This design comes from an exercise in tuning for small area and a short achievable clock period on the open sky130 flow, not from production work. In this exercise RTL edits were held to simulation tests only and were not proved equivalent to the original.

== build 12 ==
==> flow/design.v (excerpt) <==
module timing_recovery_top (
  input  logic               clk,
  input  logic               reset_n,
  input  logic [31:0]        sample_i,     
  output logic [31:0]        sym_o,        
  output logic               sym_valid_o,
  output logic [18:0]        err_o,        
  output logic signed [11:0] ctrl_o
);
clock: 12.0 ns
lec_check: 0
cap_margin: 20
core_margin: 2
core_utilization: 40
slew_margin: 20
standard.sh (not shown) runs the stock make flow with config.mk's settings and CLKGATE_MAP_FILE= SYNTH_SCRIPT=/design/flow/synth_recipe.tcl, a recipe that flattens the netlist after the stock synthesis.
==> flow/flow/run.sh <==
#!/bin/bash
# The standard layout (the standard.sh) with two changes: synthesis leaves
# adders to ABC instead of mapping them onto full/half-adder cells first
# (ADDER_MAP_FILE empty; registers are mapped exactly as in the standard
# synthesis), and the timing repair steps aim for 7 ns of setup slack.
set -euo pipefail
bash standard.sh ADDER_MAP_FILE= SETUP_SLACK_MARGIN=7 finish > standard_flow.log 2>&1
> inputs changed (build 12 -> build 19)
Settings: SETUP_SLACK_MARGIN now 5, previously not set.
==> flow/run.sh (new file) <==
#!/bin/bash
# synth_recipe.tcl (not shown) runs the flow's synth.tcl, then flattens the netlist and writes it again
# the make line also repeats each setting of config.mk as NAME=value (left out here)
make -C /OpenROAD-flow-scripts/flow DESIGN_CONFIG=/design/flow/config.mk WORK_HOME=/design/flow/orfs CLKGATE_MAP_FILE= SYNTH_SCRIPT=/design/flow/synth_recipe.tcl finish
removed: flow/flow/run.sh
removed: flow/standard.sh
--- outcome ---
Comparing build 19 against build 12, there is no change at all in number of placed I/O pins.
Between build 12 and build 19, the difference in number of failing setup endpoints in the final timing report is negligible.
[compare] base=build 12 new=build 19: number of logic inverters in the finished layout climbed 185.
The following lists how build 79 was set up differently from build 19:
Settings: SETUP_SLACK_MARGIN removed (was 5).
==> flow/flow/run.sh (new file) <==
#!/bin/bash
# The standard layout (the standard.sh) with two changes: synthesis leaves
# adders to ABC instead of mapping them onto full/half-adder cells first
# (ADDER_MAP_FILE empty; registers are mapped exactly as in the standard
# synthesis), and the timing repair steps aim for 5 ns of setup slack.
set -euo pipefail
bash standard.sh ADDER_MAP_FILE= SETUP_SLACK_MARGIN=5 finish > standard_flow.log 2>&1
==> flow/standard.sh (new file) <==
#!/bin/bash
# synth_recipe.tcl (not shown) runs the flow's synth.tcl, then flattens the netlist and writes it again
# the make line also repeats each setting of config.mk as NAME=value (left out here)
make -C /OpenROAD-flow-scripts/flow DESIGN_CONFIG=/design/flow/config.mk WORK_HOME=/design/flow/orfs CLKGATE_MAP_FILE= SYNTH_SCRIPT=/design/flow/synth_recipe.tcl "${@:-finish}"
removed: flow/run.sh
[summary]
In the flow results for build 19 and build 79, the multi-input logic area is smaller on build 19.
[compare] base=build 19 new=build 79: final cell count now larger, fraction of the mapped netlist area in adder cells now smaller.
## Diff of input files: build 84 against build 79
==> flow/flow/run.sh <==
#!/bin/bash
set -euo pipefail
bash standard.sh SETUP_SLACK_MARGIN=7 finish > standard_flow.log 2>&1
- Class of the most critical setup path: reg2out -> build 79, reg2reg -> build 84
- | fraction of the cycle the final worst path needs | lower: build 79 |
- Run comparison: build 84 startpoint of the worst setup timing path u_ted.t_q[5]$_DFF_P_; build 79 startpoint of the worst setup timing path u_ted.t_q[6]$_DFF_P_
- Standard cell area after detailed placement is higher on build 79
- The portion of the layout cell area used by non-clock buffers in build 84 was higher than what build 79 gave.
- Build 84 ends up with a met1 routing resource usage after global routing that is 1.4 points higher than in build 79.
- In build 84, the achievable frequency came out about 8% below the value in build 79.


== willow ==
Another version of the RTL of timing_recovery_top (not shown whole).
Size: roughly 2200 cells after synthesis, ~430 flip-flops, roughly 98 I/O pins, roughly 24000 sq um of cells after synthesis.
clock: 12.0 ns
lec_check: 0
cap_margin: 20
core_margin: 2
core_utilization: 40
cts_cluster_diameter: 120
cts_cluster_size: 30
slew_margin: 20
==> flow/flow/run.sh <==
#!/bin/bash
# The standard layout (the standard.sh, unchanged synthesis and steps) with
# two make settings: the timing repair steps aim for 6 ns of setup slack
# (SETUP_SLACK_MARGIN=6), and every input and output port still gets its own
# buffer, but a buf_1 rather than the default delay buffer (BUFFER_PORTS_ARGS);
# the repair steps resize the ones on critical paths. The make output goes to
# standard_flow.log; each ORFS step also keeps its own log under orfs/logs.
set -euo pipefail
bash standard.sh SETUP_SLACK_MARGIN=6 "BUFFER_PORTS_ARGS=-buffer_cell sky130_fd_sc_hd__buf_1" finish > standard_flow.log 2>&1
willow completed end to end with timing, DRC and antenna clean.
--- input diff willow..harbor ---
diff --git a/flow/config.mk b/flow/config.mk
--- a/flow/config.mk
+++ b/flow/config.mk
@@ -9,5 +9,3 @@
 export CORE_MARGIN = 2
 export CORE_UTILIZATION = 40
-export CTS_CLUSTER_DIAMETER = 120
-export CTS_CLUSTER_SIZE = 30
 export SLEW_MARGIN = 20
### Flow results
Comparing willow and harbor, the higher final worst slack is on harbor.
Lower wire length was reported by willow, not harbor.
Comparing willow and harbor, the lower endpoint required time on the critical path was measured on willow.
harbor against willow; number of clock buffer instances in the layout is up by more than 100%.
Met2 layer usage reported by global route (higher): harbor
diff inputs: harbor => onyx
diff --git a/flow/config.mk b/flow/config.mk
--- a/flow/config.mk
+++ b/flow/config.mk
@@ -9,3 +9,5 @@
 export CORE_MARGIN = 2
 export CORE_UTILIZATION = 40
+export CTS_CLUSTER_DIAMETER = 100
+export CTS_CLUSTER_SIZE = 25
 export SLEW_MARGIN = 20
## What came out
Worst setup path startpoint: sample_i[19] -> harbor, sample_i[14] -> onyx
On final critical-path required period, the lower figure sits with onyx, not harbor.
Summary: area of all placed cells without fillers, onyx better than harbor
The data required time of the worst path number comes out higher for harbor vs onyx.
Multiplexer area fraction after synthesis came out exactly the same in harbor and onyx.
Per the comparison of onyx with harbor, clock-cell share of area now sits lower, headroom to the max-slew limit roughly the same.

re-timing with driven ports:
In the flow no input, the clock included, has a driving cell. The finished layouts below were timed again as built, in two steps.
Step 1 sets driving cells, clkbuf_16 on the clock port and buf_2 on the other inputs (assumed; they add their load-dependent delay and slew).
Step 2 times the ports against the registers' clock, not the clock port: input delays grow and output delays shrink by t, the midpoint of the rising clock arrivals with the driver on.
a / b / c = ideal / step 1 / step 2; a / b = the first two.
run | shift t [ns] | setup WS [ns] | hold WS [ns]
build 12 | 0.653 | 5.931 / 5.931 / 5.931 | 0.320 / 0.320 / 0.320
build 19 | 0.635 | 4.783 / 4.783 / 4.783 | 0.319 / 0.319 / 0.319
build 79 | 0.659 | 5.314 / 5.250 / 5.477 | 0.315 / 0.315 / 0.315
build 84 | 0.641 | 4.756 / 4.756 / 4.756 | 0.320 / 0.320 / 0.320
willow | 0.617 | 6.125 / 6.160 / 5.543 | 0.329 / 0.329 / 0.329
harbor | 0.639 | 6.170 / 6.183 / 5.548 | 0.322 / 0.322 / 0.322
onyx | 0.643 | 6.177 / 6.154 / 5.568 | 0.322 / 0.322 / 0.322
After both steps setup and hold are still met in every run listed. For harbor, which loses most, drivers alone change the setup slack by +0.013 ns; drivers and shift together by -0.622 ns.
